Context: an optimization exercise on an open-source flow, tuned for small area and a short achievable clock period. The choices shown serve that exercise and are no tape-out recipe. Function was checked by simulation only, so behaviour that the tests miss may differ from the original. Power and IR drop assume default switching activity.

==> flow/design.v <==
package cnn_pkg;
    localparam int DATA_W   = 21;
    localparam int POOL_W   = DATA_W - 1;
    localparam int MAX_W    = 256;
    localparam int DIM_W    = 9;
    localparam int LB_DEPTH = MAX_W / 2;
    localparam int LB_AW    = $clog2(LB_DEPTH);
    localparam logic [DIM_W-1:0] MAX_W_DIM = DIM_W'(MAX_W);
    typedef enum logic {
        IDLE = 1'b0,
        RUN  = 1'b1
    } state_t;
endpackage
import cnn_pkg::*;
module pool_line_buffer
(
    input  logic              clk,
    input  logic              sh,
    input  logic [POOL_W-1:0] din,
    input  logic [7:0]        fsel,
    input  logic [15:0]       csel,
    output logic [POOL_W-1:0] tap
);
    localparam int NF = 8;
    localparam int NC = 119;
    logic [POOL_W-1:0] f [NF];
    logic [POOL_W-1:0] c [NC];
    logic [POOL_W-1:0] g;
    always_comb begin
        g = '0;
        for (int i = 0; i < NF; i++) begin
            g = g | (f[i] & {POOL_W{fsel[i]}});
        end
        tap = g & {POOL_W{csel[0]}};
        for (int a = 1; a < 16; a++) begin
            tap = tap | (c[8*a-2] & {POOL_W{csel[a]}});
        end
    end
    always_ff @(posedge clk) begin
        if (sh) begin
            f[0] <= din;
            for (int i = 1; i < NF; i++) begin
                f[i] <= f[i-1];
            end
            c[0] <= g;
            for (int j = 1; j < NC; j++) begin
                c[j] <= c[j-1];
            end
        end
    end
endmodule
import cnn_pkg::*;
module relu_maxpool
(
    input  logic              clk,
    input  logic              rst,
    input  logic              clear,
    input  logic              start,
    input  logic [DIM_W-1:0]  map_width,
    input  logic [DIM_W-1:0]  map_height,
    input  logic [DATA_W-1:0] in_data,
    input  logic              in_valid,
    output logic [POOL_W-1:0] out,
    output logic              done,
    output logic              frame_done,
    output logic              busy,
    output logic              cfg_err
);
    logic               busy_q, done_q, frame_done_q, cfg_err_q;
    logic [DIM_W-1:0]   w_q, ccnt_q, rcnt_q;      
    logic               lastc_q, lastr_q, codd_q, rodd_q;
    logic [POOL_W-1:0]  m_q;                      
    logic [POOL_W-1:0]  pm_q;                     
    logic [POOL_W-1:0]  lb_q;                     
    logic [POOL_W-1:0]  out_q;
    logic               sh_q;                     
    logic [7:0]         fsel_q;
    logic [15:0]        csel_q;
    logic               p1_q;
    logic               accept, pair_ev, dims_ok;
    logic [POOL_W-1:0]  vraw, m_d, pm_d, lb_d, tap;
    logic               neg, lb_use, lb_pm, lb_tap, lastp_q;
    logic [6:0]         sp1_q;
    logic [7:0]         fsel_d;
    logic [15:0]        csel_d;
    always_comb begin
        vraw    = in_data[POOL_W-1:0];
        neg     = in_data[DATA_W-1];
        accept  = busy_q && in_valid;
        pair_ev = accept && codd_q;
        dims_ok = (map_width >= DIM_W'(2)) && (map_width <= MAX_W_DIM) &&
                  (map_height >= DIM_W'(2));
        lb_use  = busy_q && (rodd_q ^ lastp_q);
        lb_pm   = lb_use && p1_q;
        lb_tap  = lb_use && !p1_q;
    end
    pool_max #(.GATED(1'b0)) u_max_even (.a(lb_q), .v(vraw), .neg(neg), .y(m_d),
                                         .k(1'b0), .t('0), .kt(1'b0), .yk());
    pool_max #(.GATED(1'b1)) u_max_odd  (.a(m_q),  .v(vraw), .neg(neg), .y(pm_d),
                                         .k(lb_pm), .t(tap), .kt(lb_tap), .yk(lb_d));
    always_comb begin
        fsel_d = '0;
        csel_d = '0;
        if (sp1_q <= 7'd8) begin
            fsel_d[sp1_q[2:0] - 3'd1] = 1'b1;
            csel_d[0] = 1'b1;
        end else begin
            fsel_d[sp1_q[2:0]] = 1'b1;
            csel_d[sp1_q[6:3]] = 1'b1;
        end
    end
    always_ff @(posedge clk) begin
        sp1_q  <= w_q[8] ? 7'd127 : w_q[7:1] - 7'd1;    
        p1_q   <= (w_q[8:1] == 8'd1);
        fsel_q <= fsel_d;
        csel_q <= csel_d;
    end
    always_ff @(posedge clk) begin
        if (rst || clear) begin
            busy_q       <= 1'b0;
            done_q       <= 1'b0;
            frame_done_q <= 1'b0;
            out_q        <= '0;
            if (rst) begin
                cfg_err_q <= 1'b0;
            end
        end else begin
            done_q       <= pair_ev && rodd_q;
            frame_done_q <= accept && lastc_q && lastr_q;
            if (!busy_q && start) begin
                if (dims_ok) begin
                    busy_q    <= 1'b1;
                    cfg_err_q <= 1'b0;
                end else begin
                    cfg_err_q <= 1'b1;
                end
            end
            if (accept && lastc_q && lastr_q) begin
                busy_q <= 1'b0;
            end
            if (pair_ev && rodd_q) begin
                out_q <= pm_d;
            end
        end
    end
    always_ff @(posedge clk) begin
        if (!busy_q && start) begin
            w_q     <= map_width;
            ccnt_q  <= map_width;
            rcnt_q  <= map_height;
            lastc_q <= 1'b0;
            lastp_q <= (map_width <= DIM_W'(3));
            lastr_q <= 1'b0;
            codd_q  <= 1'b0;
            rodd_q  <= 1'b0;
        end else if (accept) begin
            if (lastc_q) begin
                ccnt_q  <= w_q;
                lastc_q <= 1'b0;
                lastp_q <= (w_q <= DIM_W'(3));
                codd_q  <= 1'b0;
                rcnt_q  <= rcnt_q - DIM_W'(1);
                lastr_q <= (rcnt_q == DIM_W'(2));
                rodd_q  <= !rodd_q;
            end else begin
                ccnt_q  <= ccnt_q - DIM_W'(1);
                lastc_q <= (ccnt_q == DIM_W'(2));
                lastp_q <= (ccnt_q <= DIM_W'(3));
                codd_q  <= !codd_q;
            end
        end
        if (!codd_q) begin
            m_q <= m_d;
        end
        if (codd_q) begin
            pm_q <= pm_d;
        end
        if (codd_q || !busy_q) begin
            lb_q <= lb_d;
        end
        sh_q <= pair_ev;
    end
    pool_line_buffer u_line_buf (
        .clk  (clk),
        .sh   (sh_q),
        .din  (pm_q),
        .fsel (fsel_q),
        .csel (csel_q),
        .tap  (tap)
    );
    assign out        = out_q;
    assign done       = done_q;
    assign frame_done = frame_done_q;
    assign busy       = busy_q;
    assign cfg_err    = cfg_err_q;
endmodule
module pool_max
#(
    parameter bit GATED = 1'b0
)
(
    input  logic [POOL_W-1:0] a,
    input  logic [POOL_W-1:0] v,
    input  logic              neg,
    output logic [POOL_W-1:0] y,
    input  logic              k,
    input  logic [POOL_W-1:0] t,
    input  logic              kt,
    output logic [POOL_W-1:0] yk
);
    localparam int LV = $clog2(POOL_W);    
    logic [POOL_W-1:0] g [LV+1];
    logic [POOL_W-1:0] e [LV+1];
    for (genvar i = 0; i < POOL_W; i++) begin : g_bit0
        pool_max_bit u_b (.a(a[i]), .v(v[i]), .neg(neg), .g(g[0][i]), .e(e[0][i]));
    end
    for (genvar k = 0; k < LV; k++) begin : g_lv
        for (genvar i = 0; i < POOL_W; i++) begin : g_bit
            if (i + (1 << k) < POOL_W) begin : g_comb
                if (k % 2 == 0) begin : g_t
                    pool_max_ct u_c (.gh(g[k][i+(1<<k)]), .eh(e[k][i+(1<<k)]),
                                     .gl(g[k][i]), .el(e[k][i]),
                                     .gn(g[k+1][i]), .en(e[k+1][i]));
                end else begin : g_n
                    pool_max_cn u_c (.gnh(g[k][i+(1<<k)]), .enh(e[k][i+(1<<k)]),
                                     .gnl(g[k][i]), .enl(e[k][i]),
                                     .g(g[k+1][i]), .e(e[k+1][i]));
                end
            end else begin : g_pass
                pool_max_inv u_i (.a(g[k][i]), .y(g[k+1][i]));
                pool_max_inv u_j (.a(e[k][i]), .y(e[k+1][i]));
            end
        end
    end
    for (genvar i = 0; i < POOL_W; i++) begin : g_out
        if (i == POOL_W - 1) begin : g_top
            assign y[i]  = a[i] | (v[i] & ~neg);
            assign yk[i] = GATED ? ((k & y[i]) | (kt & t[i])) : 1'b0;
        end else begin : g_low
            pool_max_out u_o (.a(a[i]), .v(v[i]), .neg(neg),
                              .gn(g[LV][i+1]), .en(e[LV][i+1]), .y(y[i]));
            if (GATED) begin : g_k
                pool_max_outk u_k (.a(a[i]), .v(v[i]), .neg(neg),
                                   .gn(g[LV][i+1]), .en(e[LV][i+1]),
                                   .k(k), .t(t[i]), .kt(kt), .y(yk[i]));
            end else begin : g_nk
                assign yk[i] = 1'b0;
            end
        end
    end
endmodule
module pool_max_bit
(
    input  logic a,
    input  logic v,
    input  logic neg,
    output logic g,
    output logic e
);
    logic b;
    assign b = v & ~neg;
    assign g = a & ~b;
    assign e = ~(a ^ b);
endmodule
module pool_max_ct
(
    input  logic gh,
    input  logic eh,
    input  logic gl,
    input  logic el,
    output logic gn,
    output logic en
);
    assign gn = ~(gh | (eh & gl));
    assign en = ~(eh & el);
endmodule
module pool_max_cn
(
    input  logic gnh,
    input  logic enh,
    input  logic gnl,
    input  logic enl,
    output logic g,
    output logic e
);
    assign g = ~(gnh & (enh | gnl));
    assign e = ~(enh | enl);
endmodule
module pool_max_inv
(
    input  logic a,
    output logic y
);
    assign y = ~a;
endmodule
module pool_max_out
(
    input  logic a,
    input  logic v,
    input  logic neg,
    input  logic gn,
    input  logic en,
    output logic y
);
    logic b;
    assign b = v & ~neg;
    assign y = (a & ~(gn & en)) | (b & gn);
endmodule
module pool_max_outk
(
    input  logic a,
    input  logic v,
    input  logic neg,
    input  logic gn,
    input  logic en,
    input  logic k,
    input  logic t,
    input  logic kt,
    output logic y
);
    logic b;
    assign b = v & ~neg;
    assign y = (k & a & ~(gn & en)) | (k & b & gn) | (kt & t);
endmodule
==> flow/run.sh <==
#!/bin/bash
# synth_recipe.tcl (not shown) runs the flow's synth.tcl, then flattens the netlist and writes it again
# the make line also repeats each setting of config.mk as NAME=value (left out here)
make -C /OpenROAD-flow-scripts/flow DESIGN_CONFIG=/design/flow/config.mk WORK_HOME=/design/flow/orfs CLKGATE_MAP_FILE= SYNTH_SCRIPT=/design/flow/synth_recipe.tcl finish
==> flow/config.mk <==
export PLATFORM = sky130hd
export DESIGN_NAME = relu_maxpool
export DESIGN_NICKNAME = relu_maxpool
export VERILOG_FILES = /design/flow/design.v
export SDC_FILE = /design/flow/constraint.sdc
export NUM_CORES = 4
export LEC_CHECK = 0
export CAP_MARGIN = 20
export CORE_MARGIN = 2
export CORE_UTILIZATION = 60
export CTS_CLUSTER_DIAMETER = 120
export CTS_CLUSTER_SIZE = 30
export SETUP_SLACK_MARGIN = 3.3
export SLEW_MARGIN = 20
export SYNTH_HIERARCHICAL = 1
==> flow/constraint.sdc <==
create_clock -name core_clock -period 5.5 [get_ports {clk}]
set_input_delay 1.1000 -clock core_clock [delete_from_list [all_inputs] [get_ports {clk}]]
set_output_delay 1.1000 -clock core_clock [all_outputs]
set_load 0.01 [all_outputs]
==> results of run 1 <==
==> final cells by class <==
| class | instances | area share [%] |
|---|---|---|
| clock inverter | 6 | 0.105 |
| sequential | 2689 | 82.9 |
| antenna | 1 | 0.00258 |
| multi-input combinational | 1105 | 9.02 |
| tap | 1930 | 2.49 |
| clock buffer | 126 | 2.73 |
| inverter | 181 | 0.706 |
| timing repair buffer | 177 | 2.08 |
==> worst paths after layout <==
| path | end | slack (ns) | cells after the start |
|---|---|---|---|
| worst min register to register | u_line_buf.c[30][18]$_DFFE_PP_ | 0.41 | 0 |
| worst max-delay path | cfg_err | 3.12 | 1 |
| worst min-delay path | u_line_buf.c[30][18]$_DFFE_PP_ | 0.41 | 0 |
| worst max register to register | lb_q[6]$_DFFE_PP_ | 3.25 | 8 |
==> routing by layer <==
metal | part of all wire (%) | up-vias | track usage [%]
li1 | - | 16200 | -
met1 | 48 | 18700 | 33.0
met2 | 44 | 845 | 28.9
met3 | 5.2 | 170 | 2.99
met4 | 2.5 | 0 | 5.11
met5 | 0 | - | 0
==> registers in the layout, summed over array words and instances (netlist names), 7 cells and up <==
register      count
lb_q             20
pm_q             20
m_q              20
u_line_buf.f    160
u_line_buf.c   2380
w_q               9
csel_q           16
out_q            20
sp1_q             7
rcnt_q            9
fsel_q            8
ccnt_q            9
==> power groups by stage <==
| stage | logic (mW) | clock network [mW] | registers [mW] |
|---|---|---|---|
| after floorplan | 0.842 | 0 | 22.8 |
| after global placement | 1.36 | 0 | 22.8 |
| after detailed placement | 1.37 | 0 | 22.8 |
| after CTS | 1.50 | 9.37 | 22.4 |
| after global routing | 1.78 | 9.96 | 22.4 |
| final | 1.66 | 8.99 | 22.4 |
==> what timing repair did <==
item / 4_1_cts / 5_1_grt
gates cloned: 1 / 4
endpoints found under the setup margin: 1493 / 107
pin swaps: 40 / 75
setup buffers: 20 / 17
gates resized for setup: 372 / 139
==> stage by stage <==
stage	instance area, sq um	utilization [%]	power (mW)	std cells
2_1_floorplan	88700	-	23.7	4043
3_3_place_gp	92300	62.6	24.2	6040
3_5_place_dp	92300	62.6	24.2	6040
4_1_cts	95800	65.1	33.2	6193
5_1_grt	96800	65.7	34.1	6214
6_report	96800	65.7	33.0	6215
==> impl_results.md, run 1 <==
* Run status: timing/DRC/antenna clean
* Clock root cell: clkbuf_16
* Count of hold-fix buffers inserted at cts at 0
* Count of standard-cell rows at approximately 140
* Worst-skew pair later-pin latency at 0.76 ns
* Height of the die at 389 um
* Start point of the worst min-delay path: u_line_buf.c[29][18]$_DFFE_PP_
* Worst slew margin relative to its limit at 25.4%
* Synthesized instance count at around 4000
* Count of pins on the block boundary at 68
* Total area of multi-input combinational cells at 0.00874 sq mm
* Worst Max-Slew Pin Slew at about 1.1 ns
* Placer's final routability congestion estimate at ~0.86
* Worst-case hold slack at just over 0.4 ns
* Reg-to-reg critical path startpoint: csel_q[2]$_SDFF_PN0_
* Worst-case clock skew at between 0.04 and 0.05 ns
* First-iteration detailed-routing DRC count at slightly below 4000
* Post-detailed-route wirelength per cell at 24.9 um
* Fraction of layout cells with a size suffix above 1 at between 10% and 20%
* Part of the cycle the worst path needs at between 40% and 50%
* Number of antenna violations at the first check in global routing at 6
* Setup CP Type: reg -> out
* Detailed-router iteration count before antenna repair at 5
* Internal power at 26.3 mW
* Commonest cells after routing, fill and taps aside: edfxtp_1, a22oi_1, nand2_1
* Number of hold violations in the final report at 0
* Initial core utilization at 60.2%
* Global-route congestion overflow total at 0
* Number of routed nets with antenna violations at 0
* Number of pins exceeding their max-slew limit in the final report at 0
* RSZ-0062 raised after global routing: yes
* Maximum achievable frequency at approximately 420 MHz
* Crit path max-delay cell type: edfxtp_1
* Number of buffers on the longest clock path at 3
* Aggregate negative setup slack at 0 ns
* Delay-heaviest family, CP: flip-flops
* Max-capacitance violation count at 0
* Sort of element at the end of the critical path: output port
* Power per cell area at 341 mW/mm^2
* Clock tree from TritonCTS: yes
* CTS sink count at about 2700
* Part of the total power dissipated in the clock network at 27.2%
* Vias in the first global route at between 30000 and 40000
* Finish-stage setup viols at 0
* Wire length of the first global-routing pass at 221 mm
* Cell-by-cell trace of the critical path: buf_2
* Sequential cell area at 0.0802 sq mm
* Psw at roughly 6.7 mW
* Share of total power in sequential cells at ~68%
* Most frequent standard cell in the layout excluding fill and tap cells: edfxtp_1
* Remaining design rule violation count at 0
* Post-layout min period at 2.38 ns
* Post-layout nets at 4351
* Standard cell core area at around 0.15 sq mm
* Critical path launch point: cfg_err_q$_SDFFCE_PP0P_
* H-tree depth reported by CTS at 3
* Delay of the slowest critical-path stage at 0.38 ns
* Required time at the worst-slack endpoint at around 4.4 ns
* Combinational power share at under 10%
* Total number of vias at 36000
* Pre-CTS worst setup slack at about 1.6 ns
* Synthesized area per cell at around 22 sq um
* Post-detailed-route via-to-cell ratio at between 5 and 6
* Width of the die at ~390 um
* Die outline area at between 0.15 and 0.2 sq mm
* Worst hold-check path type: reg -> reg
* Fill cells at around 9600
* TritonCTS buffer count at 100
* Reg clk slew, reported paths at between 0.1 and 0.15 ns
* Final worst setup slack at 3.12 ns
* Number of buffers inserted by port buffering at 67
* Maximum number of pins on one net before global-route repair at 209
* Arrival time reported for the critical path endpoint at 1.28 ns
* Category of the worst setup path launch point: flip-flop
* Sum of buffers and inverters on the critical path at 1
* Synth-to-layout area growth at 9.13%
* Total leakage power at 25.6 nW
* Net count of the mapped netlist at 4140
* Fraction of power spent switching nets at approximately a fifth
* Count of synthesis-stage warnings from yosys at 16
* Aggregate global-route resource usage at 20.1%
* Detailed placer's ending HPWL at slightly below 90 mm
* Worst-case vdd ir drop at between 200 and 300 uV
* Highest net fanout along the worst path at 1
* Post-synth design cell area at ~0.089 sq mm
* Total Wirelength at 155 mm
==> inputs of run 2 (changes only) <==
--- a/flow/design.v
+++ b/flow/design.v
@@ -19,19 +19,26 @@
     input  logic [POOL_W-1:0] din,
-    input  logic [7:0]        fsel,
-    input  logic [15:0]       csel,
+    input  logic [3:0]        fsel,
+    input  logic [3:0]        dsel,
+    input  logic [7:0]        csel,
     output logic [POOL_W-1:0] tap
 );
-    localparam int NF = 8;
-    localparam int NC = 119;
+    localparam int NF = 4;
+    localparam int ND = 12;
+    localparam int NC = 111;
     logic [POOL_W-1:0] f [NF];
+    logic [POOL_W-1:0] d [ND];
     logic [POOL_W-1:0] c [NC];
-    logic [POOL_W-1:0] g;
+    logic [POOL_W-1:0] g1, g2;
     always_comb begin
-        g = '0;
+        g1 = '0;
         for (int i = 0; i < NF; i++) begin
-            g = g | (f[i] & {POOL_W{fsel[i]}});
+            g1 = g1 | (f[i] & {POOL_W{fsel[i]}});
         end
-        tap = g & {POOL_W{csel[0]}};
-        for (int a = 1; a < 16; a++) begin
-            tap = tap | (c[8*a-2] & {POOL_W{csel[a]}});
+        g2 = g1 & {POOL_W{dsel[0]}};
+        for (int b = 1; b < 4; b++) begin
+            g2 = g2 | (d[4*b-1] & {POOL_W{dsel[b]}});
+        end
+        tap = g2 & {POOL_W{csel[0]}};
+        for (int a = 1; a < 8; a++) begin
+            tap = tap | (c[16*a-2] & {POOL_W{csel[a]}});
         end
@@ -44,3 +51,7 @@
             end
-            c[0] <= g;
+            d[0] <= g1;
+            for (int j = 1; j < ND; j++) begin
+                d[j] <= d[j-1];
+            end
+            c[0] <= g2;
             for (int j = 1; j < NC; j++) begin
@@ -76,4 +87,4 @@
     logic               sh_q;                     
-    logic [7:0]         fsel_q;
-    logic [15:0]        csel_q;
+    logic [3:0]         fsel_q, dsel_q;
+    logic [7:0]         csel_q;
     logic               p1_q;
@@ -82,5 +93,5 @@
     logic               neg, lb_use, lb_pm, lb_tap, lastp_q;
-    logic [6:0]         sp1_q;
-    logic [7:0]         fsel_d;
-    logic [15:0]        csel_d;
+    logic [6:0]         sx_q;
+    logic [3:0]         fsel_d, dsel_d;
+    logic [7:0]         csel_d;
     always_comb begin
@@ -102,15 +113,19 @@
         fsel_d = '0;
+        dsel_d = '0;
         csel_d = '0;
-        if (sp1_q <= 7'd8) begin
-            fsel_d[sp1_q[2:0] - 3'd1] = 1'b1;
-            csel_d[0] = 1'b1;
-        end else begin
-            fsel_d[sp1_q[2:0]] = 1'b1;
-            csel_d[sp1_q[6:3]] = 1'b1;
-        end
+        fsel_d[sx_q[1:0]] = 1'b1;
+        dsel_d[sx_q[3:2]] = 1'b1;
+        csel_d[sx_q[6:4]] = 1'b1;
     end
     always_ff @(posedge clk) begin
-        sp1_q  <= w_q[8] ? 7'd127 : w_q[7:1] - 7'd1;    
+        if (w_q[8]) begin
+            sx_q <= 7'd127;
+        end else if (w_q[7:1] <= 7'd17) begin
+            sx_q <= w_q[7:1] - 7'd2;
+        end else begin
+            sx_q <= w_q[7:1] - 7'd1;
+        end
         p1_q   <= (w_q[8:1] == 8'd1);
         fsel_q <= fsel_d;
+        dsel_q <= dsel_d;
         csel_q <= csel_d;
@@ -187,2 +202,3 @@
         .fsel (fsel_q),
+        .dsel (dsel_q),
         .csel (csel_q),
--- a/flow/config.mk
+++ b/flow/config.mk
@@ -9,5 +9,6 @@
 export CORE_MARGIN = 2
-export CORE_UTILIZATION = 60
+export CORE_UTILIZATION = 70
 export CTS_CLUSTER_DIAMETER = 120
 export CTS_CLUSTER_SIZE = 30
+export PLACE_DENSITY = 0.78
 export SETUP_SLACK_MARGIN = 3.3
==> run 2 against run 1 <==
Critical endpoint is now m_q[0]$_DFFE_PN_. Critical path depth up 10. Sequential share of layout area up 0.94 points. Critical path type is now in -> reg. Largest cell class unchanged. Worst setup slack worse by 0.014 ns. Core utilization up 11 points.
==> impl_results.md, run 2 <==
* Setup CP Type: in -> reg
* Maximum number of pins on one net before global-route repair at approximately 210
* Arrival time reported for the critical path endpoint at 2.89 ns
* Count of synthesis-stage warnings from yosys at 17
* Synthesized area per cell at roughly 22 sq um
* First-iteration detailed-routing DRC count at 4508
* Highest net fanout along the worst path at 17
* Clock tree from TritonCTS: yes
* Net count of the mapped netlist at ~4000
* Worst-case vdd ir drop at approximately 370 uV
* Total leakage power at roughly 26 nW
* Maximum achievable frequency at ~420 MHz
* Reg2reg path depth at 10
* Height of the die at between 300 and 400 um
* Part of the cycle the worst path needs at between 40% and 50%
* Number of antenna violations at the first check in global routing at 2
* Synthesized instance count at around 4000
* Total Wirelength at about 160 mm
* Total number of vias at about 36000
* Post-synth design cell area at about 0.09 sq mm
* Aggregate global-route resource usage at a little under a quarter
* Count of pins on the block boundary at 68
* Worst-case hold slack at around 0.41 ns
* Worst hold-check path type: reg -> reg
* Sort of element at the end of the critical path: flip-flop
* TritonCTS buffer count at 99
* RSZ-0062 raised after global routing: yes
* Remaining design rule violation count at 0
* Width of the die at approximately 360 um
* Aggregate negative setup slack at 0 ns
* Clock root cell: clkbuf_16
* Category of the worst setup path launch point: input port
* Wire length of the first global-routing pass at between 200 and 250 mm
* Fraction of layout cells with a size suffix above 1 at ~15%
* Number of pins exceeding their max-slew limit in the final report at 0
* Post-detailed-route via-to-cell ratio at 6.15
* Worst-skew pair later-pin latency at ~0.75 ns
* Power per cell area at 344 mW/mm^2
* Die outline area at about 0.13 sq mm
* Post-layout min period at 2.39 ns
* Commonest cells after routing, fill and taps aside: edfxtp_1, nand2_1, inv_1
* Most frequent standard cell in the layout excluding fill and tap cells: edfxtp_1
* Registers with the highest flip-flop counts: u_line_buf.c: 2220 flops, u_line_buf.d: 240 flops, u_line_buf.f: 80 flops
* Initial core utilization at about 70%
* Reg clk slew, reported paths at roughly 0.12 ns
* Global-route congestion overflow total at 0
* Count of hold-fix buffers inserted at cts at 0
* Run status: timing/DRC/antenna clean
* Standard cell core area at about 0.12 sq mm
* Number of buffers inserted by port buffering at 67
* Flip-flop count of the largest register, all copies and words added at roughly 2200
* Area of all placed cells without fillers at roughly 0.096 sq mm
* Worst-case clock skew at roughly 0.035 ns
* Required time at the worst-slack endpoint at ~6 ns
* H-tree depth reported by CTS at 3
* Number of hold violations in the final report at 0
* Worst slew margin relative to its limit at between 20% and 30%
* Number of buffers on the longest clock path at 3
* Post-DP Area at 0.0906 sq mm
* Register containing the most flip-flops in the final layout: u_line_buf.c
* Hold path depth at 0
* Placer's final routability congestion estimate at between 0.8 and 0.9
* Finish-stage setup viols at 0
* Count of standard-cell rows at ~130
* Post-layout nets at 4223
* Detailed-router iteration count before antenna repair at 6
* CTS sink count at 2681
* Max-capacitance violation count at 0
* Detailed placer's ending HPWL at 81.2 mm
* Number of routed nets with antenna violations at 0
* Count of antenna diodes in the layout at 0
* Post-detailed-route wirelength per cell at roughly 27 um
* Vias in the first global route at between 30000 and 40000
* Worst Max-Slew Pin Slew at 1.14 ns
* Synth-to-layout area growth at 9.08%
## run 2: what timing repair did
| item | in CTS | in global routing |
|---|---|---|
| gates resized for setup | 406 | 179 |
| buffers inserted | 23 | 11 |
| gates cloned | 5 | 6 |
| endpoints found under the setup margin | 1852 | 334 |
| pin swaps | 63 | 106 |
| endpoints found under the hold margin | 0 | 0 |
## run 2: path summary, 6_finish.rpt
path                                                      from  slack (ns)                             end
worst max-delay path                               in_data[20]        3.11                m_q[0]$_DFFE_PN_
worst min register to register  u_line_buf.c[93][11]$_DFFE_PP_        0.41  u_line_buf.c[94][11]$_DFFE_PP_
worst min-delay path            u_line_buf.c[93][11]$_DFFE_PP_        0.41  u_line_buf.c[94][11]$_DFFE_PP_
worst max register to register               m_q[12]$_DFFE_PN_        3.20           out_q[2]$_SDFFE_PP0P_
## run 2: worst max-delay path, cell delays in order
cell,delay (ns)
bufbuf_16,0.26
bufbuf_16,0.28
nand2b_4,0.14
ha_2,0.18
a21oi_2,0.17
o21ai_2,0.08
a21oi_2,0.15
o21ai_2,0.08
a21oi_2,0.16
nand2_1,0.06
a32o_1,0.20
## run 2: through the flow
step | utilization (%) | power (mW) | instances | setup WS [ns]
floorplan | - | 23.6 | 3919 | -12.70
global placement | 73.1 | 23.9 | 5620 | 1.66
detailed placement | 73.1 | 24.0 | 5620 | 1.60
CTS | 76.3 | 32.9 | 5781 | 3.09
global route | 77.1 | 33.8 | 5798 | 3.07
finish | 77.1 | 32.9 | 5798 | 3.11
## run 2: cell type report
cell class | instances | area [sq um]
Clock buffer | 126 | 2600
Clock inverter | 7 | 90.1
Fill cell | 6296 | 28400
Inverter | 176 | 666
Multi-Input combinational cell | 1012 | 8170
Sequential cell | 2681 | 80100
Tap cell | 1637 | 2050
Timing Repair Buffer | 159 | 1910
## run 2: where the power goes
group / internal [mW] / switching, mW / total [mW]
clock network: 3.39 / 5.55 / 8.94
logic: 0.634 / 0.979 / 1.61
registers: 22.2 / 0.155 / 22.4
## run 2: per-layer routing
layer / vias up / wire length, um / track usage [%]
met5: - / 11 / 0
met4: 2 / 4210 / 6.88
met3: 200 / 10500 / 2.84
met2: 1564 / 74700 / 36.9
met1: 18300 / 65900 / 36.9
li1: 15600 / - / -
==> inputs of run 3 (changes only) <==
--- a/flow/config.mk
+++ b/flow/config.mk
@@ -9,6 +9,5 @@
 export CORE_MARGIN = 2
-export CORE_UTILIZATION = 70
+export CORE_UTILIZATION = 60
 export CTS_CLUSTER_DIAMETER = 120
 export CTS_CLUSTER_SIZE = 30
-export PLACE_DENSITY = 0.78
 export SETUP_SLACK_MARGIN = 3.3
==> run 3 against run 2 <==
Still clean. Global-route usage down 6.1 points. Combinational power down 9%. First-iteration DRC count down 16%. Clock skew down 0.011 ns. Critical path depth down 10. Flip-flop and latch count unchanged. Non-clock buffer count down 2. Register-to-register slack about the same. Sequential share of layout area up 0.067 points. Hold slack worse by 0.0078 ns. Synthesized cell count unchanged. Area after synthesis unchanged. Critical path type is now reg -> out. Critical endpoint is now cfg_err. Largest cell class unchanged.
==> impl_results.md, run 3 <==
* Finished Core Util at about two thirds
* Post-detailed-route wirelength per cell at between 20 and 25 um
* Maximum achievable frequency at around 420 MHz
* Sum of buffers and inverters on the critical path at 1
* Maximum number of pins on one net before global-route repair at just over 200
* Flip-flop count of the largest register, all copies and words added at roughly 2200
* Highest routing layer actually used: met4
* Reg2reg path depth at 7
* TritonCTS buffer count at 100
* Run status: timing/DRC/antenna clean
* Worst-case vdd ir drop at around 270 uV
* Reg-to-reg critical path startpoint: csel_q[1]$_DFF_P_
* H-tree depth reported by CTS at 3
* Wire length of the first global-routing pass at 195 mm
* First-iteration detailed-routing DRC count at approximately 3800
* Global-route congestion overflow total at 0
* Cell-by-cell trace of the critical path: buf_2
* Met1 Wirelength at ~68 mm
* Met3 wirelength from detailed routing at between 5 and 6 mm
* Most frequent standard cell in the layout excluding fill and tap cells: edfxtp_1
* Start point of the worst min-delay path: u_line_buf.c[82][15]$_DFFE_PP_
* Aggregate global-route resource usage at ~18%
* Post-detailed-route via-to-cell ratio at 5.62
* Width of the die at between 300 and 400 um
* Number of buffers inserted by port buffering at between 60 and 70
* Net count of the mapped netlist at about 4000
* Post-synth design cell area at a little under 0.09 sq mm
* Number of pins exceeding their max-slew limit in the final report at 0
* Non-Filler Instances at between 6000 and 7000
* Worst slew margin relative to its limit at about 29%
* Worst Max-Slew Pin Slew at between 1 and 1.5 ns
* Setup CP Type: reg -> out
* Crit path max-delay cell type: edfxtp_1
* Registers with the highest flip-flop counts: u_line_buf.c: 2220 flops, u_line_buf.d: 240 flops, u_line_buf.f: 80 flops
* Delay-heaviest family, CP: flip-flops
* Die outline area at ~0.15 sq mm
* Met2 wirelength from detailed routing at between 50 and 60 mm
* Vias in the first global route at 31900
* Standard cell core area at roughly 0.15 sq mm
* Max-capacitance violation count at 0
* Total number of vias at 34200
* Category of the worst setup path launch point: flip-flop
* Required time at the worst-slack endpoint at roughly 4.4 ns
* Number of routed nets with antenna violations at 0
* Synthesized instance count at about 3900
* Clock root cell: clkbuf_16
* Post-layout nets at about 4200
* Hold worst-path end: u_line_buf.c[83][15]$_DFFE_PP_
* CTS sink count at between 2000 and 3000
* Endpoint of the worst register-to-register path: lb_q[13]$_DFFE_PP_
* Initial core utilization at about three fifths
* Number of buffers on the longest clock path at 3
* Synthesized area per cell at 22.3 sq um
* Synth-to-layout area growth at 9.01%
* Worst hold-check path type: reg -> reg
* Register containing the most flip-flops in the final layout: u_line_buf.c
* Clock tree from TritonCTS: yes
* Detailed placer's ending HPWL at approximately 74 mm
* Number of hold violations in the final report at 0
* Worst-skew pair later-pin latency at between 0.7 and 0.8 ns
* Commonest cells after routing, fill and taps aside: edfxtp_1, nand2_1, inv_1
* R2r setup slk at approximately 3.2 ns
* RSZ-0062 raised after global routing: yes
* Hold path depth at 0
* Total stage count of the critical path at 1
* Worst-case clock skew at 0.0239 ns
* Count of hold-fix buffers inserted at cts at 0
* Count of pins on the block boundary at about 70
* Finish-stage setup viols at 0
* Part of the cycle the worst path needs at ~43%
* Count of standard-cell rows at 140
* Reg clk slew, reported paths at 0.12 ns
* Number of antenna violations at the first check in global routing at 2
* Arrival time reported for the critical path endpoint at roughly 1.3 ns
* Sort of element at the end of the critical path: output port
* Fraction of layout cells with a size suffix above 1 at a little over an eighth
* Delay of the slowest critical-path stage at ~0.4 ns
* Worst-case hold slack at a little over 0.4 ns
* Highest net fanout along the worst path at 1
* Remaining design rule violation count at 0
* Post-layout min period at 2.39 ns
* Detailed-router iteration count before antenna repair at 5
* Post-Place Cells at around 5900
* Count of synthesis-stage warnings from yosys at 17
* Placer's final routability congestion estimate at around 0.86
* Height of the die at 386 um
* Total Wirelength at about 130 mm
* Power per cell area at around 340 mW/mm^2
* Aggregate negative setup slack at 0 ns
* Total leakage power at between 20 and 30 nW
[run 3: layout make-up]
class / count / area (sq um)
fill: 9426 / 49700
tap: 1917 / 2400
clock inverter: 7 / 110
timing repair buffer: 157 / 1800
clock buffer: 135 / 2680
inverter: 176 / 666
multi-input combinational: 1012 / 7740
sequential: 2681 / 80100
antenna: 3 / 7.51
[run 3: how the worst max path moves through the flow]
stage	startpoint	to	slack, ns
after detailed placement	in_data[20]	out_q[1]$_SDFFE_PP0P_	1.58
after global routing	cfg_err_q$_SDFFCE_PP0P_	cfg_err	3.03
after CTS	cfg_err_q$_SDFFCE_PP0P_	cfg_err	3.04
final	cfg_err_q$_SDFFCE_PP0P_	cfg_err	3.11
after global placement	in_data[20]	out_q[1]$_SDFFE_PP0P_	1.58
after floorplan	sh_q$_DFF_P_	u_line_buf.c[0][0]$_DFFE_PP_	-12.70
[run 3: where the power goes]
part / leakage (nW) / internal, mW / switching [mW]
combinational: 4.60 / 0.567 / 0.892
clock: 1.35 / 3.48 / 5.52
sequential: 20.0 / 22.2 / 0.129
[run 3: stage by stage]
step | power (mW) | instance area, sq um | setup slack (ns)
final | 32.8 | 95500 | 3.11
after global routing | 33.9 | 95500 | 3.03
after CTS | 33.0 | 94600 | 3.04
after detailed placement | 24.0 | 91000 | 1.58
after global placement | 24.0 | 91000 | 1.58
after floorplan | 23.6 | 87600 | -12.70
[run 3: timing repair]
action,in CTS,in global routing
buffers inserted,20,10
gates cloned,2,4
endpoints found under the setup margin,1747,1091
pin swaps,52,56
resized for setup,351,136
[run 3: per-layer routing]
layer	up-vias	GRT usage [%]
met2	645	24.3
met1	17800	29.8
met3	149	2.57
met4	0	4.46
met5	-	0
li1	15600	-
==> inputs of run 4 (changes only) <==
--- a/flow/design.v
+++ b/flow/design.v
@@ -83,6 +83,4 @@
     logic [POOL_W-1:0]  m_q;                      
-    logic [POOL_W-1:0]  pm_q;                     
     logic [POOL_W-1:0]  lb_q;                     
     logic [POOL_W-1:0]  out_q;
-    logic               sh_q;                     
     logic [3:0]         fsel_q, dsel_q;
@@ -189,5 +187,2 @@
         end
-        if (codd_q) begin
-            pm_q <= pm_d;
-        end
         if (codd_q || !busy_q) begin
@@ -195,3 +190,2 @@
         end
-        sh_q <= pair_ev;
     end
@@ -199,4 +193,4 @@
         .clk  (clk),
-        .sh   (sh_q),
-        .din  (pm_q),
+        .sh   (pair_ev),
+        .din  (pm_d),
         .fsel (fsel_q),
--- a/flow/config.mk
+++ b/flow/config.mk
@@ -12,3 +12,3 @@
 export CTS_CLUSTER_SIZE = 30
-export SETUP_SLACK_MARGIN = 3.3
+export SETUP_SLACK_MARGIN = 3.0
 export SLEW_MARGIN = 20
==> run 4 against run 3 <==
Worst setup slack worse by 0.16 ns. Routed wire length up 3.1%. Clock-buffer cell count is 4 lower.
==> impl_results.md, run 4 <==
* Total leakage power at 25.8 nW
* Number of buffers inserted by port buffering at between 60 and 70
* Count of antenna diodes in the layout at 0
* Run status: timing/DRC/antenna clean
* Worst-case hold slack at approximately 0.4 ns
* Clock tree from TritonCTS: yes
* Arrival time reported for the critical path endpoint at between 3 and 4 ns
* Start point of the worst min-delay path: u_line_buf.c[1][6]$_DFFE_PP_
* Highest net fanout along the worst path at 5
* Hold worst-path end: u_line_buf.c[2][6]$_DFFE_PP_
* Count of hold-fix buffers inserted at cts at 0
* Sort of element at the end of the critical path: flip-flop
* Synthesized area per cell at ~22 sq um
* Delay of the slowest critical-path stage at around 0.39 ns
* Post-layout min period at 2.55 ns
* CTS sink count at 2660
* Delay-heaviest family, CP: compound AO/OA/AOI/OAI gates
* Endpoint of the worst register-to-register path: lb_q[12]$_DFFE_PP_
* Part of the cycle the worst path needs at between 40% and 50%
* Placer's final routability congestion estimate at approximately 0.84
* Number of pins exceeding their max-slew limit in the final report at 0
* Registers with the highest flip-flop counts: u_line_buf.c: 2220 flops, u_line_buf.d: 240 flops, u_line_buf.f: 80 flops
* Maximum number of pins on one net before global-route repair at about 210
* Setup CP Type: in -> reg
* Finish-stage setup viols at 0
* Worst slew margin relative to its limit at roughly a third
* First-iteration detailed-routing DRC count at between 3000 and 4000
* RSZ-0062 raised after global routing: yes
* Vias in the first global route at around 33000
* Flip-flop count of the largest register, all copies and words added at between 2000 and 2500
* Crit path max-delay cell type: ha_2
* Aggregate global-route resource usage at 18.4%
* Worst Max-Slew Pin Slew at roughly 0.99 ns
* Standard cell core area at approximately 0.14 sq mm
* Sequential cell area at about 0.079 sq mm
* R2r setup slk at 3.06 ns
* Max-capacitance violation count at 0
* Detailed-router iteration count before antenna repair at 5
* Reg2reg path depth at 6
* Height of the die at approximately 380 um
* Final total power at 32.3 mW
* Detailed placer's ending HPWL at between 70 and 80 mm
* Aggregate negative setup slack at 0 ns
* Cell-by-cell trace of the critical path: clkdlybuf4s15_2, nand2b_1, ha_2, nand2_2, o21ai_4, a21oi_2, o21ai_2, a21oi_4, and2_1, o211ai_4
* Worst-skew pair later-pin latency at between 0.7 and 0.8 ns
* H-tree depth reported by CTS at 3
* Total stage count of the critical path at 10
* Worst-case clock skew at 0.0400 ns
* Global-route congestion overflow total at 0
* Number of routed nets with antenna violations at 0
* Count of standard-cell rows at 139
* Post-layout nets at 4208
* Initial core utilization at about three fifths
* Power per cell area at between 300 and 400 mW/mm^2
* Width of the die at approximately 380 um
* Maximum achievable frequency at around 400 MHz
* Post-synth design cell area at ~0.087 sq mm
* Number of buffers on the longest clock path at 3
* Clock root cell: clkbuf_16
* Commonest cells after routing, fill and taps aside: edfxtp_1, nand2_1, inv_1
* Finished Core Util at roughly 66%
* Remaining design rule violation count at 0
* Post-detailed-route via-to-cell ratio at roughly 5.7
* Category of the worst setup path launch point: input port
* Count of pins on the block boundary at 68
* Worst-case vdd ir drop at between 200 and 300 uV
* Die outline area at about 0.15 sq mm
* Fill cells at roughly 9400
* Total Wirelength at 138 mm
* Post-detailed-route wirelength per cell at ~23 um
* Hold path depth at 0
* Wire length of the first global-routing pass at 203 mm
* Fraction of layout cells with a size suffix above 1 at approximately 12%
* Register containing the most flip-flops in the final layout: u_line_buf.c
* TritonCTS buffer count at slightly below 100
* Number of antenna violations at the first check in global routing at 8
* Synth-to-layout area growth at 8.49%
* Net count of the mapped netlist at approximately 4000
* Required time at the worst-slack endpoint at roughly 6.0 ns
* Worst hold-check path type: reg -> reg
* Synthesized instance count at about 3900
* Reg clk slew, reported paths at 0.11 ns
* Total area of multi-input combinational cells at around 0.0071 sq mm
* Count of synthesis-stage warnings from yosys at 17
* Most frequent standard cell in the layout excluding fill and tap cells: edfxtp_1
* Number of hold violations in the final report at 0
* Sum of buffers and inverters on the critical path at 1
* Total number of vias at 34400
* Reg-to-reg critical path startpoint: csel_q[3]$_DFF_P_
[run 4: worst reg2reg max path: cells and delay by family (launching register included)]
family | cells | cell delay [ns]
AO/OA/AOI/OAI | 3 | 1.01
buffers and inverters | 1 | 0.35
flip-flops | 1 | 0.32
AND/OR/NAND/NOR | 2 | 0.48
[run 4: repair_timing]
item | CTS | global route
gates cloned | 8 | 9
buffers inserted | 7 | 11
setup endpoints to repair | 2599 | 1576
resized for setup | 204 | 100
pin swaps | 1 | 25
[run 4: area by class of cell]
type                            instances  area share, %
Sequential cell                      2660           84.2
Multi-Input combinational cell       1011           7.48
Clock buffer                          131           2.80
Tap cell                             1903           2.52
Timing Repair Buffer                  165           2.12
Inverter                              175          0.704
Clock inverter                          9          0.164
Timing Repair inverter                  2         0.0133
[run 4: worst max path at each step]
stage / start / endpoint / slack (ns)
2_1_floorplan: in_valid / out_q[19]$_SDFFE_PP0P_ / -34.98
4_1_cts: busy_q$_SDFFE_PP0P_ / busy / 2.85
3_5_place_dp: in_valid / u_line_buf.c[90][19]$_DFFE_PP_ / 1.53
3_3_place_gp: in_valid / u_line_buf.c[85][15]$_DFFE_PP_ / 1.60
6_report: in_data[8] / lb_q[1]$_DFFE_PP_ / 2.95
5_1_grt: in_valid / u_line_buf.c[16][13]$_DFFE_PP_ / 2.91
[run 4: report_power, final]
group	switching, mW	internal (mW)
Sequential	0.0933	22.0
Combinational	0.886	0.473
Clock	5.42	3.44
Total	6.40	25.9
[run 4: metal layers]
| metal | share of wire (%) | vias to the layer above | track usage, % |
|---|---|---|---|
| li1 | - | 15500 | - |
| met1 | 51 | 17900 | 31.9 |
| met2 | 42 | 884 | 25.5 |
| met3 | 4.9 | 144 | 2.23 |
| met4 | 1.8 | 0 | 3.73 |
| met5 | 0 | - | 0 |
[run 4: stage by stage]
step | cells | cell area (sq um) | setup WS, ns
floorplan | 3895 | 87000 | -34.98
global placement | 5880 | 90500 | 1.60
detailed placement | 5881 | 90500 | 1.53
CTS | 6036 | 93700 | 2.85
global route | 6056 | 94300 | 2.91
finish | 6056 | 94300 | 2.95
==> inputs of run 5 (changes only) <==
--- a/flow/config.mk
+++ b/flow/config.mk
@@ -12,3 +12,3 @@
 export CTS_CLUSTER_SIZE = 30
-export SETUP_SLACK_MARGIN = 3.0
+export SETUP_SLACK_MARGIN = 3.3
 export SLEW_MARGIN = 20
==> run 5 against run 4 <==
Still clean on timing, DRC and antenna. Total power increased by 0.97%. Hold slack got worse by 0.0047 ns. Sequential power about the same. Largest cell class unchanged. Highest routed layer is now met5.
==> impl_results.md, run 5 <==
* Post-synth design cell area at about 0.087 sq mm
* Setup CP Type: reg -> out
* Highest net fanout along the worst path at 1
* First-iteration detailed-routing DRC count at approximately 3700
* Number of buffers on the longest clock path at 3
* Count of standard-cell rows at approximately 140
* Number of pins exceeding their max-slew limit in the final report at 0
* Delay of the slowest critical-path stage at between 0.3 and 0.4 ns
* Total number of vias at 34900
* Total leakage power at between 20 and 30 nW
* Post-detailed-route wirelength per cell at between 20 and 25 um
* Count of pins on the block boundary at between 60 and 70
* Internal power at approximately 26 mW
* Finish-stage setup viols at 0
* Maximum achievable frequency at around 420 MHz
* Reg2reg path depth at 7
* Reg clk slew, reported paths at 0.12 ns
* Worst slew margin relative to its limit at approximately 37%
* Detailed placer's ending HPWL at 79.3 mm
* Aggregate global-route resource usage at 18.8%
* Net count of the mapped netlist at roughly 4000
* Arrival time reported for the critical path endpoint at roughly 1.3 ns
* Combinational power share at about 5.1%
* Placer's final routability congestion estimate at roughly 0.84
* Sum of buffers and inverters on the critical path at 1
* Part of the total power dissipated in the clock network at a little over a quarter
* Power per cell area at between 300 and 400 mW/mm^2
* Worst-case clock skew at 0.0403 ns
* Clock root cell: clkbuf_16
* Max-capacitance violation count at 0
* Post-layout nets at between 4000 and 5000
* Standard cell core area at roughly 0.14 sq mm
* Registers with the highest flip-flop counts: u_line_buf.c: 2220 flops, u_line_buf.d: 240 flops, u_line_buf.f: 80 flops
* Width of the die at approximately 380 um
* Fraction of power spent switching nets at roughly 20%
* Psw at 6.54 mW
* Hold worst-path end: u_line_buf.c[104][4]$_DFFE_PP_
* Post-detailed-route via-to-cell ratio at 5.70
* Worst-case vdd ir drop at approximately 250 uV
* Count of synthesis-stage warnings from yosys at 17
* TritonCTS buffer count at 99
* Global-route congestion overflow total at 0
* Required time at the worst-slack endpoint at between 4 and 5 ns
* Detailed-router iteration count before antenna repair at 7
* Register containing the most flip-flops in the final layout: u_line_buf.c
* Final total power at 32.6 mW
* Commonest cells after routing, fill and taps aside: edfxtp_1, nand2_1, inv_1
* Delay-heaviest family, CP: flip-flops
* Start point of the worst min-delay path: u_line_buf.c[103][4]$_DFFE_PP_
* Number of buffers inserted by port buffering at 67
* Count of hold-fix buffers inserted at cts at 0
* Number of antenna violations at the first check in global routing at 9
* Crit path max-delay cell type: edfxtp_1
* H-tree depth reported by CTS at 3
* Category of the worst setup path launch point: flip-flop
* Most frequent standard cell in the layout excluding fill and tap cells: edfxtp_1
* Number of routed nets with antenna violations at 0
* Remaining design rule violation count at 0
* Clock tree from TritonCTS: yes
* Fraction of layout cells with a size suffix above 1 at between 15 and 20%
* Worst-skew pair later-pin latency at between 0.7 and 0.8 ns
* Number of hold violations in the final report at 0
* Total Wirelength at ~140 mm
* Worst hold-check path type: reg -> reg
* Total stage count of the critical path at 1
* Maximum number of pins on one net before global-route repair at around 180
* CTS sink count at 2660
* Run status: timing/DRC/antenna clean
* Part of the cycle the worst path needs at a little over two fifths
* Synth-to-layout area growth at 11.2%
* R2r setup slk at around 3.2 ns
* Synthesized area per cell at approximately 22 sq um
* Cell-by-cell trace of the critical path: buf_2
* Worst Max-Slew Pin Slew at 0.947 ns
* Endpoint of the worst register-to-register path: lb_q[12]$_DFFE_PP_
* Post-layout min period at 2.39 ns
* RSZ-0062 raised after global routing: yes
* Hold path depth at 0
* Sort of element at the end of the critical path: output port
* Synthesized instance count at about 3900
* Share of total power in sequential cells at 67.7%
* Wire length of the first global-routing pass at 207 mm
* Initial core utilization at 60.5%
* Aggregate negative setup slack at 0 ns
* Vias in the first global route at roughly 33000
* Flip-flop count of the largest register, all copies and words added at ~2200
* Post-Place Cells at roughly 5900
* Height of the die at 385 um
* Reg-to-reg critical path startpoint: csel_q[1]$_DFF_P_
* Die outline area at around 0.15 sq mm
* Non-Filler Instances at between 6000 and 7000
run 5: cell types whose count changed in the layout (fill, tap and decap cells not counted), sizes merged:
| cell | previous run | this run |
|---|---|---|
| buf | 117 | 175 |
| bufbuf | 0 | 4 |
| clkbuf | 147 | 158 |
| clkdlybuf4s15 | 8 | 1 |
| clkdlybuf4s50 | 23 | 22 |
| diode | 0 | 1 |
run 5: metal layers:
layer	global-route usage (%)	up-vias	routed length (um)
li1	-	15700	-
met1	32.3	18100	71000
met2	26.4	922	61300
met3	2.47	153	7720
met4	3.78	2	2440
met5	0	-	13
run 5: area by class of cell:
cell class / instances / area, sq um
Tap cell: 1903 / 2380
Clock inverter: 9 / 155
Multi-Input combinational cell: 1011 / 8170
Inverter: 175 / 664
Timing Repair Buffer: 230 / 3180
Clock buffer: 131 / 2640
Timing Repair inverter: 2 / 12.5
Antenna cell: 1 / 2.50
Fill cell: 9195 / 47000
Sequential cell: 2660 / 79500
run 5: timing repair:
action,CTS,global route
buffers inserted,34,28
setup endpoints to repair,2698,1381
cloned,19,19
resized for setup,494,139
pin swaps,78,107
hold endpoints to repair,0,0
run 5: worst register-to-register path: stages, from the launching register on:
cell      delay (ns)
dfxtp_4         0.37
buf_12          0.16
buf_4           0.16
a222oi_1        0.39
nand3_2         0.24
a221o_1         0.44
nand2_2         0.14
o211ai_2        0.10
run 5: worst max path at each step:
stage | start | end | slack [ns]
final | cfg_err_q$_SDFFCE_PP0P_ | cfg_err | 3.11
after global routing | cfg_err_q$_SDFFCE_PP0P_ | cfg_err | 3.04
after CTS | cfg_err_q$_SDFFCE_PP0P_ | cfg_err | 3.05
after detailed placement | in_valid | u_line_buf.c[90][19]$_DFFE_PP_ | 1.53
after global placement | in_valid | u_line_buf.c[85][15]$_DFFE_PP_ | 1.60
after floorplan | in_valid | out_q[19]$_SDFFE_PP0P_ | -34.98
run 5: stage by stage:
step	hold WS [ns]	instance area [sq um]	setup WS [ns]	util (%)
2_1_floorplan	0.400	87000	-34.98	-
3_3_place_gp	0.400	90500	1.60	63.0
3_5_place_dp	0.405	90500	1.53	63.0
4_1_cts	0.400	95400	3.05	66.4
5_1_grt	0.410	96700	3.04	67.3
6_report	0.402	96700	3.11	67.3
run 5: power groups by stage:
stage	Sequential, mW	Clock, mW	Combinational [mW]
2_1_floorplan	22.6	0	0.822
3_3_place_gp	22.6	0	1.25
3_5_place_dp	22.6	0	1.26
4_1_cts	22.1	9.26	1.52
5_1_grt	22.1	9.85	1.78
6_report	22.1	8.87	1.66
==> inputs of run 6 (changes only) <==
--- a/flow/design.v
+++ b/flow/design.v
@@ -83,4 +83,6 @@
     logic [POOL_W-1:0]  m_q;                      
+    logic [POOL_W-1:0]  pm_q;                     
     logic [POOL_W-1:0]  lb_q;                     
     logic [POOL_W-1:0]  out_q;
+    logic               sh_q;                     
     logic [3:0]         fsel_q, dsel_q;
@@ -105,6 +107,5 @@
     end
-    pool_max #(.GATED(1'b0)) u_max_even (.a(lb_q), .v(vraw), .neg(neg), .y(m_d),
-                                         .k(1'b0), .t('0), .kt(1'b0), .yk());
-    pool_max #(.GATED(1'b1)) u_max_odd  (.a(m_q),  .v(vraw), .neg(neg), .y(pm_d),
-                                         .k(lb_pm), .t(tap), .kt(lb_tap), .yk(lb_d));
+    pool_max   u_max_even (.a(lb_q), .v(vraw), .neg(neg), .y(m_d));
+    pool_max_k u_max_odd  (.a(m_q),  .v(vraw), .neg(neg), .y(pm_d),
+                           .k(lb_pm), .t(tap), .kt(lb_tap), .yk(lb_d));
     always_comb begin
@@ -187,2 +188,5 @@
         end
+        if (codd_q) begin
+            pm_q <= pm_d;
+        end
         if (codd_q || !busy_q) begin
@@ -190,2 +194,3 @@
         end
+        sh_q <= pair_ev;
     end
@@ -193,4 +198,4 @@
         .clk  (clk),
-        .sh   (pair_ev),
-        .din  (pm_d),
+        .sh   (sh_q),
+        .din  (pm_q),
         .fsel (fsel_q),
@@ -206,6 +211,3 @@
 endmodule
-module pool_max
-#(
-    parameter bit GATED = 1'b0
-)
+module pool_max_pfx
 (
@@ -214,11 +216,19 @@
     input  logic              neg,
-    output logic [POOL_W-1:0] y,
-    input  logic              k,
-    input  logic [POOL_W-1:0] t,
-    input  logic              kt,
-    output logic [POOL_W-1:0] yk
+    output logic [POOL_W-1:0] gn,
+    output logic [POOL_W-1:0] en
 );
     localparam int LV = $clog2(POOL_W);    
+    function automatic integer done_lv;
+        input integer i;
+        integer k;
+        begin
+            done_lv = 0;
+            for (k = 0; k <= LV; k = k + 1) begin
+                if (i + (1 << k) < POOL_W) done_lv = k + 1;
+            end
+        end
+    endfunction
     logic [POOL_W-1:0] g [LV+1];
     logic [POOL_W-1:0] e [LV+1];
+    logic [POOL_W-1:0] gx, ex;             
     for (genvar i = 0; i < POOL_W; i++) begin : g_bit0
@@ -226,2 +236,11 @@
     end
+    for (genvar i = 0; i < POOL_W; i++) begin : g_inv
+        if (done_lv(i) < LV) begin : g_x
+            pool_max_inv u_i (.a(g[done_lv(i)][i]), .y(gx[i]));
+            pool_max_inv u_j (.a(e[done_lv(i)][i]), .y(ex[i]));
+        end else begin : g_nx
+            assign gx[i] = 1'b0;
+            assign ex[i] = 1'b0;
+        end
+    end
     for (genvar k = 0; k < LV; k++) begin : g_lv
@@ -238,5 +257,8 @@
                 end
-            end else begin : g_pass
-                pool_max_inv u_i (.a(g[k][i]), .y(g[k+1][i]));
-                pool_max_inv u_j (.a(e[k][i]), .y(e[k+1][i]));
+            end else if ((k + 1 - done_lv(i)) % 2 == 0) begin : g_same
+                assign g[k+1][i] = g[done_lv(i)][i];
+                assign e[k+1][i] = e[done_lv(i)][i];
+            end else begin : g_flip
+                assign g[k+1][i] = gx[i];
+                assign e[k+1][i] = ex[i];
             end
@@ -244,18 +266,43 @@
     end
-    for (genvar i = 0; i < POOL_W; i++) begin : g_out
-        if (i == POOL_W - 1) begin : g_top
-            assign y[i]  = a[i] | (v[i] & ~neg);
-            assign yk[i] = GATED ? ((k & y[i]) | (kt & t[i])) : 1'b0;
-        end else begin : g_low
-            pool_max_out u_o (.a(a[i]), .v(v[i]), .neg(neg),
-                              .gn(g[LV][i+1]), .en(e[LV][i+1]), .y(y[i]));
-            if (GATED) begin : g_k
-                pool_max_outk u_k (.a(a[i]), .v(v[i]), .neg(neg),
-                                   .gn(g[LV][i+1]), .en(e[LV][i+1]),
-                                   .k(k), .t(t[i]), .kt(kt), .y(yk[i]));
-            end else begin : g_nk
-                assign yk[i] = 1'b0;
-            end
-        end
+    for (genvar i = 0; i < POOL_W - 1; i++) begin : g_out
+        assign gn[i] = g[LV][i+1];
+        assign en[i] = e[LV][i+1];
+    end
+    assign gn[POOL_W-1] = 1'b1;
+    assign en[POOL_W-1] = 1'b0;
+endmodule
+module pool_max
+(
+    input  logic [POOL_W-1:0] a,
+    input  logic [POOL_W-1:0] v,
+    input  logic              neg,
+    output logic [POOL_W-1:0] y
+);
+    logic [POOL_W-1:0] gn, en;
+    pool_max_pfx u_p (.a(a), .v(v), .neg(neg), .gn(gn), .en(en));
+    for (genvar i = 0; i < POOL_W - 1; i++) begin : g_out
+        pool_max_out u_o (.a(a[i]), .v(v[i]), .neg(neg), .gn(gn[i]), .en(en[i]), .y(y[i]));
+    end
+    assign y[POOL_W-1] = a[POOL_W-1] | (v[POOL_W-1] & ~neg);
+endmodule
+module pool_max_k
+(
+    input  logic [POOL_W-1:0] a,
+    input  logic [POOL_W-1:0] v,
+    input  logic              neg,
+    output logic [POOL_W-1:0] y,
+    input  logic              k,
+    input  logic [POOL_W-1:0] t,
+    input  logic              kt,
+    output logic [POOL_W-1:0] yk
+);
+    logic [POOL_W-1:0] gn, en;
+    pool_max_pfx u_p (.a(a), .v(v), .neg(neg), .gn(gn), .en(en));
+    for (genvar i = 0; i < POOL_W - 1; i++) begin : g_out
+        pool_max_out u_o (.a(a[i]), .v(v[i]), .neg(neg), .gn(gn[i]), .en(en[i]), .y(y[i]));
+        pool_max_outk u_k (.a(a[i]), .v(v[i]), .neg(neg), .gn(gn[i]), .en(en[i]),
+                           .k(k), .t(t[i]), .kt(kt), .y(yk[i]));
     end
+    assign y[POOL_W-1]  = a[POOL_W-1] | (v[POOL_W-1] & ~neg);
+    assign yk[POOL_W-1] = (k & y[POOL_W-1]) | (kt & t[POOL_W-1]);
 endmodule
--- a/flow/config.mk
+++ b/flow/config.mk
@@ -10,4 +10,4 @@
 export CORE_UTILIZATION = 60
-export CTS_CLUSTER_DIAMETER = 120
-export CTS_CLUSTER_SIZE = 30
+export CTS_CLUSTER_DIAMETER = 100
+export CTS_CLUSTER_SIZE = 25
 export SETUP_SLACK_MARGIN = 3.3
==> run 6 against run 5 <==
Core utilization decreased by 0.64 points. Clock skew shrank 0.0075 ns. Hold slack lost 0.0049 ns. First-iteration DRC count decreased by 4.6%. Critical endpoint is now m_q[2]$_DFFE_PN_. Largest power group unchanged.
==> impl_results.md, run 6 <==
* Run status: timing/DRC/antenna clean
* Post-layout min period at 2.46 ns
* Part of the total power dissipated in the clock network at around 29%
* Sequential cell area at roughly 0.080 sq mm
* Critical path launch point: in_data[20]
* Required time at the worst-slack endpoint at 6.01 ns
* Number of antenna violations at the first check in global routing at 5
* Worst setup endpoint: m_q[2]$_DFFE_PN_
* Total leakage power at around 26 nW
* Post-detailed-route via-to-cell ratio at 5.65
* RSZ-0062 raised after global routing: yes
* Post-detailed-route wirelength per cell at about 23 um
* Endpoint of the worst register-to-register path: lb_q[16]$_DFFE_PP_
* Height of the die at about 390 um
* Net count of the mapped netlist at around 4000
* Total area of multi-input combinational cells at between 0.008 and 0.009 sq mm
* Synth-to-layout area growth at 10.5%
* Count of synthesis-stage warnings from yosys at 16
* Post-layout nets at approximately 4200
* Maximum number of pins on one net before global-route repair at around 200
* Cell-by-cell trace of the critical path: buf_16, buf_12, buf_12, nand2b_4, ha_4, a21oi_4, o21ai_2, a21oi_2, o21ai_2, a21oi_4, nand2_1, a32o_1
* Worst Max-Slew Pin Slew at around 1.1 ns
* First-iteration detailed-routing DRC count at 3563
* Share of total power in sequential cells at around two thirds
* Global-route congestion overflow total at 0
* Reg2reg path depth at 8
* H-tree depth reported by CTS at 3
* Detailed placer's ending HPWL at roughly 76 mm
* Wire length of the first global-routing pass at about 210 mm
* Clock root cell: clkbuf_16
* Vias in the first global route at approximately 33000
* Number of routed nets with antenna violations at 0
* Pre-CTS worst setup slack at around 1.4 ns
* Die outline area at 0.149 sq mm
* Worst-case vdd ir drop at ~250 uV
* Internal power at approximately 27 mW
* Synthesized instance count at just under 4000
* Registers with the highest flip-flop counts: u_line_buf.c: 2220 flops, u_line_buf.d: 240 flops, u_line_buf.f: 80 flops
* Flip-flop count of the largest register, all copies and words added at around 2200
* Synthesized area per cell at about 23 sq um
* Psw at 6.72 mW
* Highest net fanout along the worst path at 7
* Non-Filler Instances at ~6100
* Number of buffers inserted by port buffering at 67
* Final worst setup slack at 3.04 ns
* Register containing the most flip-flops in the final layout: u_line_buf.c
* Fraction of power spent switching nets at about a fifth
* R2r setup slk at about 3.2 ns
* Total number of vias at 34400
* Crit path max-delay cell type: ha_4
* Fill cells at 9125
* Aggregate global-route resource usage at between 10% and 20%
* Max-capacitance violation count at 0
* Category of the worst setup path launch point: input port
* Aggregate negative setup slack at 0 ns
* Count of hold-fix buffers inserted at cts at 0
* Finish-stage setup viols at 0
* Power per cell area at between 300 and 400 mW/mm^2
* Count of pins on the block boundary at slightly below 70
* Reg clk slew, reported paths at 0.10 ns
* Part of the cycle the worst path needs at 44.7%
* Worst-skew pair later-pin latency at approximately 0.75 ns
* Commonest cells after routing, fill and taps aside: edfxtp_1, nand2_1, clkbuf_16
* Final total power at around 34 mW
* Number of buffers on the longest clock path at 3
* Setup CP Type: in -> reg
* Worst-case hold slack at 0.397 ns
* Post-synth design cell area at about 0.09 sq mm
* Total Wirelength at around 140 mm
* Combinational power share at approximately 4.9%
* Remaining design rule violation count at 0
* Count of standard-cell rows at 140
* Reg-to-reg critical path startpoint: csel_q[1]$_DFF_P_
* Fraction of layout cells with a size suffix above 1 at around 16%
* Number of hold violations in the final report at 0
* Initial core utilization at 60.3%
* Sort of element at the end of the critical path: flip-flop
* Standard cell core area at ~0.15 sq mm
* CTS sink count at ~2700
* Delay of the slowest critical-path stage at around 0.24 ns
* Worst slew margin relative to its limit at between 20% and 30%
* Detailed-router iteration count before antenna repair at 6
* Worst hold-check path type: reg -> reg
* Worst-case clock skew at between 0.03 and 0.04 ns
* TritonCTS buffer count at about 120
* Number of pins exceeding their max-slew limit in the final report at 0
* Clock tree from TritonCTS: yes
* Maximum achievable frequency at about 410 MHz
* Placer's final routability congestion estimate at 0.847
* Most frequent standard cell in the layout excluding fill and tap cells: edfxtp_1
* Width of the die at about 390 um
* Post-Place Cells at just under 6000
* Arrival time reported for the critical path endpoint at 2.97 ns
[run 6: changes by cell type in the layout (fill, tap and decap cells not counted), moves of 10 or more]
cell      change
o21ai_1      +12
nand2_2      +14
buf_12       +13
buf_16       -25
o21ai_0      -10
buf_6        +10
inv_1        -75
edfxtp_1     +20
[run 6: worst min path at each step]
stage / from / end / slack (ns) / depth (start not counted)
2_1_floorplan: u_line_buf.c[99][0]$_DFFE_PP_ / u_line_buf.c[100][0]$_DFFE_PP_ / 0.40 / 0
3_3_place_gp: u_line_buf.c[0][12]$_DFFE_PP_ / u_line_buf.c[1][12]$_DFFE_PP_ / 0.40 / 0
3_5_place_dp: u_line_buf.c[99][16]$_DFFE_PP_ / u_line_buf.c[100][16]$_DFFE_PP_ / 0.40 / 0
4_1_cts: u_line_buf.c[4][19]$_DFFE_PP_ / u_line_buf.c[5][19]$_DFFE_PP_ / 0.40 / 0
5_1_grt: u_line_buf.c[2][13]$_DFFE_PP_ / u_line_buf.c[3][13]$_DFFE_PP_ / 0.40 / 0
6_report: u_line_buf.c[4][19]$_DFFE_PP_ / u_line_buf.c[5][19]$_DFFE_PP_ / 0.40 / 0
[run 6: stage by stage]
step | utilization (%) | area, sq um
2_1_floorplan | - | 87500
3_5_place_dp | 62.5 | 90700
3_3_place_gp | 62.5 | 90700
6_report | 66.6 | 96800
4_1_cts | 66.3 | 96300
5_1_grt | 66.6 | 96800
[run 6: cell type report]
type	count	area share, %
inverter	102	0.414
clock inverter	9	0.138
tap	1917	2.48
sequential	2681	82.7
timing repair buffer	203	2.39
multi-input combinational	1017	8.62
antenna	1	0.00259
clock buffer	148	3.23
[run 6: power by group through the flow]
stage          sequential, mW  combinational [mW]  clock (mW)
2_1_floorplan            22.8               0.816           0
3_3_place_gp             22.8                1.19           0
3_5_place_dp             22.8                1.19           0
4_1_cts                  22.3                1.53        10.0
5_1_grt                  22.3                1.77        10.7
6_report                 22.3                1.65        9.63
[run 6: repair_timing]
action | in CTS | in global routing
buffers inserted | 65 | 15
pin swaps | 115 | 129
gates resized for setup | 498 | 119
cloned | 9 | 0
endpoints found under the setup margin | 1053 | 79
[run 6: critical path: cells and delay by family]
family	cells	cell delay, ns
AO/OA/AOI/OAI	6	0.98
adder cells (fa/ha/maj)	1	0.24
buffers and inverters	3	0.42
AND/OR/NAND/NOR	2	0.22
[run 6: metal layers]
metal,global-route usage (%),vias up,part of all wire [%]
li1,-,15600,-
met1,30.7,17800,49
met2,26.4,752,44
met3,2.52,172,4.4
met4,5.56,0,2.3
met5,0,-,0

==> static timing again, ports no longer ideal <==
The flow's constraints put no driver on any port. The routed layouts listed below were extracted and timed again, unchanged, in two steps. Step 1: set_driving_cell puts a clkbuf_16 on clk and a buf_2 on each other input, an assumption about the parent block. Step 2 moves the port delays by t, midway between the first and last clock arrival at a register: inputs arrive t later, outputs are due t later. That takes back most of the time a late clock gives input paths. Slacks: no drivers / after step 1 / after step 2; pairs: no drivers / after step 1.
| run | t, ns | slack for setup (ns) | latest minus earliest clock arrival (ns) | pins driven straight from the clock port |
|---|---|---|---|---|
| run 1 | 0.812 | 3.120 / 3.005 / 2.193 | 0.046 / 0.046 | 1 |
| run 2 | 0.807 | 3.106 / 2.891 / 2.084 | 0.046 / 0.046 | 1 |
| run 3 | 0.804 | 3.109 / 3.031 / 2.262 | 0.038 / 0.038 | 1 |
| run 4 | 0.801 | 2.950 / 2.972 / 2.171 | 0.041 / 0.041 | 1 |
| run 5 | 0.802 | 3.107 / 2.973 / 2.171 | 0.041 / 0.041 | 1 |
| run 6 | 0.808 | 3.042 / 2.879 / 2.070 | 0.036 / 0.035 | 1 |
After both steps setup and hold are still met in every run listed. For run 2, which loses most, drivers alone change the setup slack by -0.215 ns; drivers and shift together by -1.022 ns.
